What follows belongs to an exercise in optimizing a design on an open flow for small area; a production flow would make more cautious choices.
Function was checked by simulation only, so behaviour that the tests miss may differ from the original.
No activity file was given, so power comes from the tool's default toggle rates.

== violet ==
Design regfile_2r1w, start of the top module:
module regfile_2r1w
#(
  parameter int DATA_W   = regfile_2r1w_pkg::DEF_DATA_W,
  parameter int DEPTH    = regfile_2r1w_pkg::DEF_DEPTH,
  parameter int ADDR_W   = regfile_2r1w_pkg::DEF_ADDR_W,
  parameter int ZERO_REG = 1
) (
  input  logic              clk,
  input  logic              reset,
  input  logic              mode,
  input  logic              write_enable,
  input  logic [ADDR_W-1:0] waddr,
  input  logic [DATA_W-1:0] wdata,
  input  logic              rd_en,
  input  logic [ADDR_W-1:0] raddr_a,
  input  logic [ADDR_W-1:0] raddr_b,
  output logic [DATA_W-1:0] rdata_a,
  output logic [DATA_W-1:0] rdata_b,
  output logic              rvalid,
  input  logic              clear_req,
  output logic              busy
);
For scale: ~4400 cells after synthesis, ~1100 flip-flops, ~120 I/O pins, roughly 0.042 mm² of cells after synthesis.
export LEC_CHECK = 0
export CAP_MARGIN = 5
export CELL_PAD_IN_SITES_DETAIL_PLACEMENT = 0
export CELL_PAD_IN_SITES_GLOBAL_PLACEMENT = 1
export CORE_MARGIN = 2
export CORE_UTILIZATION = 58
export SLEW_MARGIN = 5
export SYNTH_HIERARCHICAL = 1
create_clock -name core_clock -period 5.0 [get_ports {clk}]
standard.sh (not shown) runs the stock make flow with config.mk's settings and CLKGATE_MAP_FILE= SYNTH_SCRIPT=/design/flow/synth_recipe.tcl, a recipe that flattens the netlist after the stock synthesis.
==> flow/flow/run.sh <==
#!/bin/bash
# The standard layout (the standard.sh, unchanged synthesis), with two
# placement/CTS options passed to ORFS through its own variables:
#  - port buffers use the smallest buffer cell instead of the default pick;
#  - clock tree synthesis with small clock buffers and no dummy loads.
set -euo pipefail
export BUFFER_PORTS_ARGS="-buffer_cell sky130_fd_sc_hd__buf_1"
export CTS_ARGS="-sink_clustering_enable -repair_clock_nets -buf_list {sky130_fd_sc_hd__clkbuf_4 sky130_fd_sc_hd__clkbuf_8} -dont_use_dummy_load -sink_clustering_size 16 -sink_clustering_max_diameter 60"
bash standard.sh > standard_flow.log 2>&1
Both conditions hold for violet: the flow ran to the end and the final layout passed the timing, design-rule and antenna checks.
Setup changes, violet to zinc
- SLEW_MARGIN changed from 5 to 20
- CELL_PAD_IN_SITES_DETAIL_PLACEMENT changed from 0 to 1
- CAP_MARGIN changed from 5 to 20
- CORE_UTILIZATION changed from 58 to 50
- CELL_PAD_IN_SITES_GLOBAL_PLACEMENT changed from 1 to 2
==> flow/flow/run.sh <==
#!/bin/bash
# The standard layout (the standard.sh, unchanged synthesis), with two
# placement/CTS options passed to ORFS through its own variables:
#  - port buffers use the smallest buffer cell instead of the default pick;
#  - clock tree synthesis with small clock buffers and no dummy loads.
set -euo pipefail
export BUFFER_PORTS_ARGS="-buffer_cell sky130_fd_sc_hd__buf_1"
export CTS_ARGS="-sink_clustering_enable -repair_clock_nets -buf_list {sky130_fd_sc_hd__clkbuf_4 sky130_fd_sc_hd__clkbuf_8} -dont_use_dummy_load"
bash standard.sh > standard_flow.log 2>&1
### Flow results
Looking at number of global-route vias before repair, zinc sits about 12% above violet. zinc vs. violet: final area now larger; final wirelength now larger; final cell count without fillers now larger; largest driver fanout on the critical path now larger; global-route usage now smaller. Between zinc and violet, the difference in power attributed to sequential cells is negligible.
diff inputs: zinc => amber
- CORE_UTILIZATION now 30, was 50
==> flow/run.sh (new file) <==
#!/bin/bash
# synth_recipe.tcl (not shown) runs the flow's synth.tcl, then flattens the netlist and writes it again
# the make line also repeats each setting of config.mk as NAME=value (left out here)
make -C /OpenROAD-flow-scripts/flow DESIGN_CONFIG=/design/flow/config.mk WORK_HOME=/design/flow/orfs CLKGATE_MAP_FILE= SYNTH_SCRIPT=/design/flow/synth_recipe.tcl finish
removed: flow/flow/run.sh
removed: flow/standard.sh
==> comparison <==
Relative to zinc, amber degrades die area.
Wire length of the first global-routing pass (amber vs. zinc) increases by a little under 10%
Sort amber and zinc by register share of the cell area asc -> top: amber
amber against zinc: via count saw a decrease; overall power of the completed layout higher; combinational fraction of design power fell by 0.9 points; clock network fraction of total power +10 points; post-route minimum period increased 0.17 ns.
For harbor, these inputs were changed with respect to amber:
- changing SLEW_MARGIN from 20 to 5
- changing CORE_UTILIZATION from 30 to 50
- changing CAP_MARGIN from 20 to 5
==> flow/flow/run.sh (new file) <==
#!/bin/bash
# The standard layout (the standard.sh, unchanged synthesis), with two
# placement/CTS options passed to ORFS through its own variables:
#  - port buffers use the smallest buffer cell instead of the default pick;
#  - clock tree synthesis with small clock buffers and no dummy loads.
set -euo pipefail
export BUFFER_PORTS_ARGS="-buffer_cell sky130_fd_sc_hd__buf_1"
export CTS_ARGS="-sink_clustering_enable -repair_clock_nets -buf_list {sky130_fd_sc_hd__clkbuf_4 sky130_fd_sc_hd__clkbuf_8} -dont_use_dummy_load -sink_clustering_size 18 -sink_clustering_max_diameter 65"
bash standard.sh > standard_flow.log 2>&1
==> flow/standard.sh (new file) <==
#!/bin/bash
# synth_recipe.tcl (not shown) runs the flow's synth.tcl, then flattens the netlist and writes it again
# the make line also repeats each setting of config.mk as NAME=value (left out here)
make -C /OpenROAD-flow-scripts/flow DESIGN_CONFIG=/design/flow/config.mk WORK_HOME=/design/flow/orfs CLKGATE_MAP_FILE= SYNTH_SCRIPT=/design/flow/synth_recipe.tcl "${@:-finish}"
removed: flow/run.sh
Findings:
harbor went all the way through the flow, and no timing, DRC or antenna check failed.
Internal power: harbor and amber compared, higher one is amber
Where core area is concerned, amber is outperformed by harbor.
Sort harbor and amber by fraction of layout cells with a size suffix above 1 desc -> top: amber
The power number comes out lower for harbor vs amber.
Compared with amber, the router placed more vias in harbor.
In the reports for harbor and amber, the larger part of the total power dissipated in combinational logic belongs to harbor.

[static timing again, ports no longer ideal]
How much do the figures lean on ideal ports? The routed layouts below were timed once more, with nothing changed but the port constraints.
Step 1 assumes that a clkbuf_16 drives the clock port and a buf_2 every other input.
Step 2 times the ports against the registers' clock, not the clock port: input delays grow and output delays shrink by t, the midpoint of the rising clock arrivals with the driver on.
Three values: no drivers, after step 1, after step 2; two values: the first two.
run	t (ns)	setup slack, ns	clock arrival spread, ns	worst register clock-pin slew, ns
violet	0.779	0.809 / 0.809 / 0.474	0.070 / 0.069	0.12 / 0.12
zinc	0.930	1.180 / 1.180 / 0.411	0.070 / 0.071	0.06 / 0.06
amber	0.837	1.007 / 1.054 / 0.218	0.027 / 0.027	0.06 / 0.06
harbor	0.804	1.134 / 1.134 / 0.358	0.061 / 0.061	0.12 / 0.12
After both steps every run listed still meets setup and hold. The setup slack of amber, which loses most, moves by +0.047 ns with the drivers and by -0.789 ns with both steps.
